Context: an optimization exercise on an open-source flow, tuned for small area and a short achievable clock period. The choices shown serve that exercise and are no tape-out recipe. Only simulation tests tie the RTL to the original design; equivalence was not proved. Power is estimated from default activity; no workload was simulated.

==> inputs of yarrow <==
## booth_mul32
module booth_mul32
(
  input  logic        i_clkp,
  input  logic        i_reset,
  input  logic [31:0] i_multa,
  input  logic [31:0] i_multb,
  output logic [63:0] o_product
);
clock: 6.5 ns
lec_check: 0
abc_area: 1
cap_margin: 60
core_margin: 2
core_utilization: 40
cts_cluster_diameter: 150
cts_cluster_size: 20
gpl_routability_driven: 0
setup_slack_margin: 3.2
slew_margin: 60
synth_hierarchical: 1
standard.sh (not shown) runs the stock make flow with config.mk's settings and CLKGATE_MAP_FILE= SYNTH_SCRIPT=/design/flow/synth_recipe.tcl, a recipe that flattens the netlist after the stock synthesis.
==> flow/flow/run.sh <==
#!/bin/bash
# Layout flow: the standard layout (standard.sh, unchanged synthesis and
# steps), with the port buffers that global placement inserts made plain
# buf_2 cells instead of the default delay buffer. All of make's output goes
# to flow_make.log in this folder; ORFS keeps each step's log under orfs/logs.
set -euo pipefail
bash standard.sh "BUFFER_PORTS_ARGS=-buffer_cell sky130_fd_sc_hd__buf_2" finish > flow_make.log 2>&1
==> pepper: changes against yarrow <==
CTS_CLUSTER_DIAMETER = 120   (was 150)
CTS_CLUSTER_SIZE = 16   (was 20)
SETUP_SLACK_MARGIN = 3.3   (was 3.2)
==> qor summary <==
	pepper	yarrow
Result of the run	no timing/DRC/antenna violations	no timing/DRC/antenna violations
Initial drt markers	3986	4139
Total area of sequential cells	7157 µm²	7146 µm²
Flop pwr share	16.8%	17.9%
Multi-In Gates	2301	2302
Antenna violations before repair	0	1
First-pass GRT wire length	164.0 mm	163.0 mm
Metal1 wirelength	41.71 mm	41.17 mm
Final cell count without fillers	4096	4075
Clock-cell share	2.385%	1.769%
Count of filler cells inserted in the layout	6959	7055
Met2 Resource Use GR	39.38%	39.01%
Post-route clock skew	0.04939 ns	0.02811 ns
PD cells	676.5 nW/µm²	646.4 nW/µm²
Switching part of the total	52.03%	52.57%
Routed len/inst	26.86 µm	26.66 µm
Worst-Skew Late Latency	0.65 ns	0.59 ns
Clock group total power	0.00165 W	0.00135 W
Post-CTS Setup Repair Bufs	11	5

==> run a: inputs <==
booth_mul32 again, from the RTL that the note above started with.
clock: 6.5 ns
lec_check: 0
abc_area: 1
cap_margin: 60
core_margin: 2
core_utilization: 35
cts_cluster_diameter: 150
cts_cluster_size: 20
gpl_routability_driven: 0
setup_slack_margin: 3.3
slew_margin: 60
synth_hierarchical: 1
Scripts as last shown in full above: flow/flow/run.sh
==> inputs of run b, as changes to run a <==
Settings changed: CORE_UTILIZATION 35 to 40, SETUP_SLACK_MARGIN 3.3 to 3.35.
==> out/summary.txt <==
M1 GR Usage -> 31.0%
Post-DP Area -> 30500 µm²
PnR Total Power -> 20.2 mW
Clock Power Share -> 6.8%
Number of vias per cell -> 6.15
Place WS -> 2.98 ns
Met2 usage -> 36.6%
Worst-margin pin slew -> 0.704 ns
Final clock-cell share -> 1.75%
Clock net power -> 1.38 mW
Vias in the first global route -> 25600
GRT met3 Usage -> 10.4%
Crit path largest cell delay -> 0.54 ns
Status -> no timing/DRC/antenna violations
Routed wl met3 -> 16.4 mm
Clk slew on worst S/H paths -> 0.09 ns
the above is filed under run a

==> out/summary.txt <==
Status -> no timing/DRC/antenna violations
Final clock-cell share -> 1.73%
Clk slew on worst S/H paths -> 0.08 ns
Via count -> 26300
Clock net power -> 1.36 mW
GRT met3 Usage -> 11.3%
Synth area leaders -> dfxtp_1, fa_1, xor2_1
Critical Path Sink -> r2_c27_2
Place WS -> 2.80 ns
Met2 usage -> 39.6%
Initial antenna violation count -> 1
PnR worst setup slack -> 3.30 ns
Routed wl met3 -> 16.0 mm
Worst-margin pin slew -> 0.678 ns
Post-DP Area -> 30200 µm²
PnR Total Power -> 22.0 mW
Crit path largest cell delay -> 0.56 ns
M1 GR Usage -> 35.2%
Number of vias per cell -> 6.41
Start of the worst register-to-register path -> r1_s1_6
the above is filed under run b


==> run Y: inputs <==
Starting RTL as in the previous note.
Settings: LEC_CHECK=0, ABC_AREA=1, CAP_MARGIN=60, CORE_MARGIN=2, CORE_UTILIZATION=40, CTS_CLUSTER_DIAMETER=150, CTS_CLUSTER_SIZE=20, GPL_ROUTABILITY_DRIVEN=0, SETUP_SLACK_MARGIN=3.3, SLEW_MARGIN=60, SYNTH_HIERARCHICAL=1; clock period 6.5 ns.
Scripts as last shown in full above: flow/flow/run.sh
==> run H: changes against run Y <==
- CTS_CLUSTER_DIAMETER: 150 -> default
- CTS_CLUSTER_SIZE: 20 -> default
==> summary.txt <==
- Run H went through all stages and came out clean. Run Y finished with timing, DRC and antenna clean.
- Against run H, the final area of run Y is smaller by 2.7%.
- Of run H and run Y, run Y has the higher fmax (gap 0.47%, measured against run Y).
- Against run Y, the global-route usage of run H is higher by 0.26 points.
- In combinational power, run Y and run H hardly differ.
- Die area is the same in run H and run Y.
- In run Y the wire length is lower than in run H, by 0.81%.
- In run Y the worst setup slack is higher than in run H, by 0.015 ns.
- In run Y the via count is lower than in run H, by 0.68%.
- Of run Y and run H, run Y has the higher sequential share of layout area (gap 0.60 points).
- Sequential power is about the same in run Y and run H.
- Final cell count: run Y is lower than run H (about 1.1%).
==> figures <==
item	run H	run Y
Via-to-Cell Ratio	6.40	6.43
Non-clock inverter count in the final layout	247	248
Util after Layout	45.1%	43.8%
Outcome	no timing/DRC/antenna violations	no timing/DRC/antenna violations
Smallest hold slack	0.413 ns	0.418 ns
Final area over synthesized area	1.112x	1.082x
# diodes	0	2
Final Net Count	3660	3640
Insertion delay of the later-clocked pin in the worst-skew pair	0.60 ns	0.59 ns
Slowest cell on crit path	dfxtp_1	fa_1
GR Util met3	12.3%	11.5%
Routed metal-1 wirelength	41400 um	41800 um
Clk pwr share	11.0%	6.3%
Clock distribution power	0.00251 W	0.00136 W
Vias in the first global route	26000	25700
Combinational power	0.0167 W	0.0165 W
Sequential power	0.00369 W	0.00367 W
Internal power component	0.0112 W	0.0102 W
Worst R2R Start	r1_t32	r1_a31
Net switching power figure	0.0116 W	0.0113 W
Largest incremental delay on the critical path	0.73 ns	0.59 ns
Number of H-tree branching levels	2	1
Final Skew	0.0527 ns	0.0211 ns

## separate check: timing with driven ports
The flow's constraints put no driver on any port. The routed layouts listed below were extracted and timed again, unchanged, in two steps. Step 1 sets driving cells, clkbuf_16 on the clock port and buf_2 on the other inputs (assumed; they add their load-dependent delay and slew). Step 2 adds t to the input delays and takes it off the output delays; t is the mean of the earliest and latest rising clock arrival at the registers after step 1. Input paths then give back, and output paths get back, about the clock's delay inside the block. a / b / c = ideal ports / drivers / drivers and shift; a / b = the first two.
run | t, ns | slack for setup (ns) | worst register clock-pin slew, ns | worst slew at a driven data input, ns | cell pins on the clock port's net
yarrow | 0.637 | 3.188 / 3.188 / 2.960 | 0.10 / 0.10 | 0.07 | 1
pepper | 0.688 | 3.283 / 3.283 / 2.949 | 0.08 / 0.08 | 0.06 | 1
run a | 0.647 | 3.287 / 3.287 / 3.006 | 0.11 / 0.11 | 0.07 | 1
run b | 0.641 | 3.299 / 3.299 / 3.001 | 0.10 / 0.10 | 0.07 | 1
run Y | 0.643 | 3.290 / 3.290 / 2.939 | 0.10 / 0.10 | 0.07 | 1
run H | 0.641 | 3.275 / 3.275 / 2.924 | 0.08 / 0.08 | 0.06 | 1
After both steps every run listed still meets setup and hold.
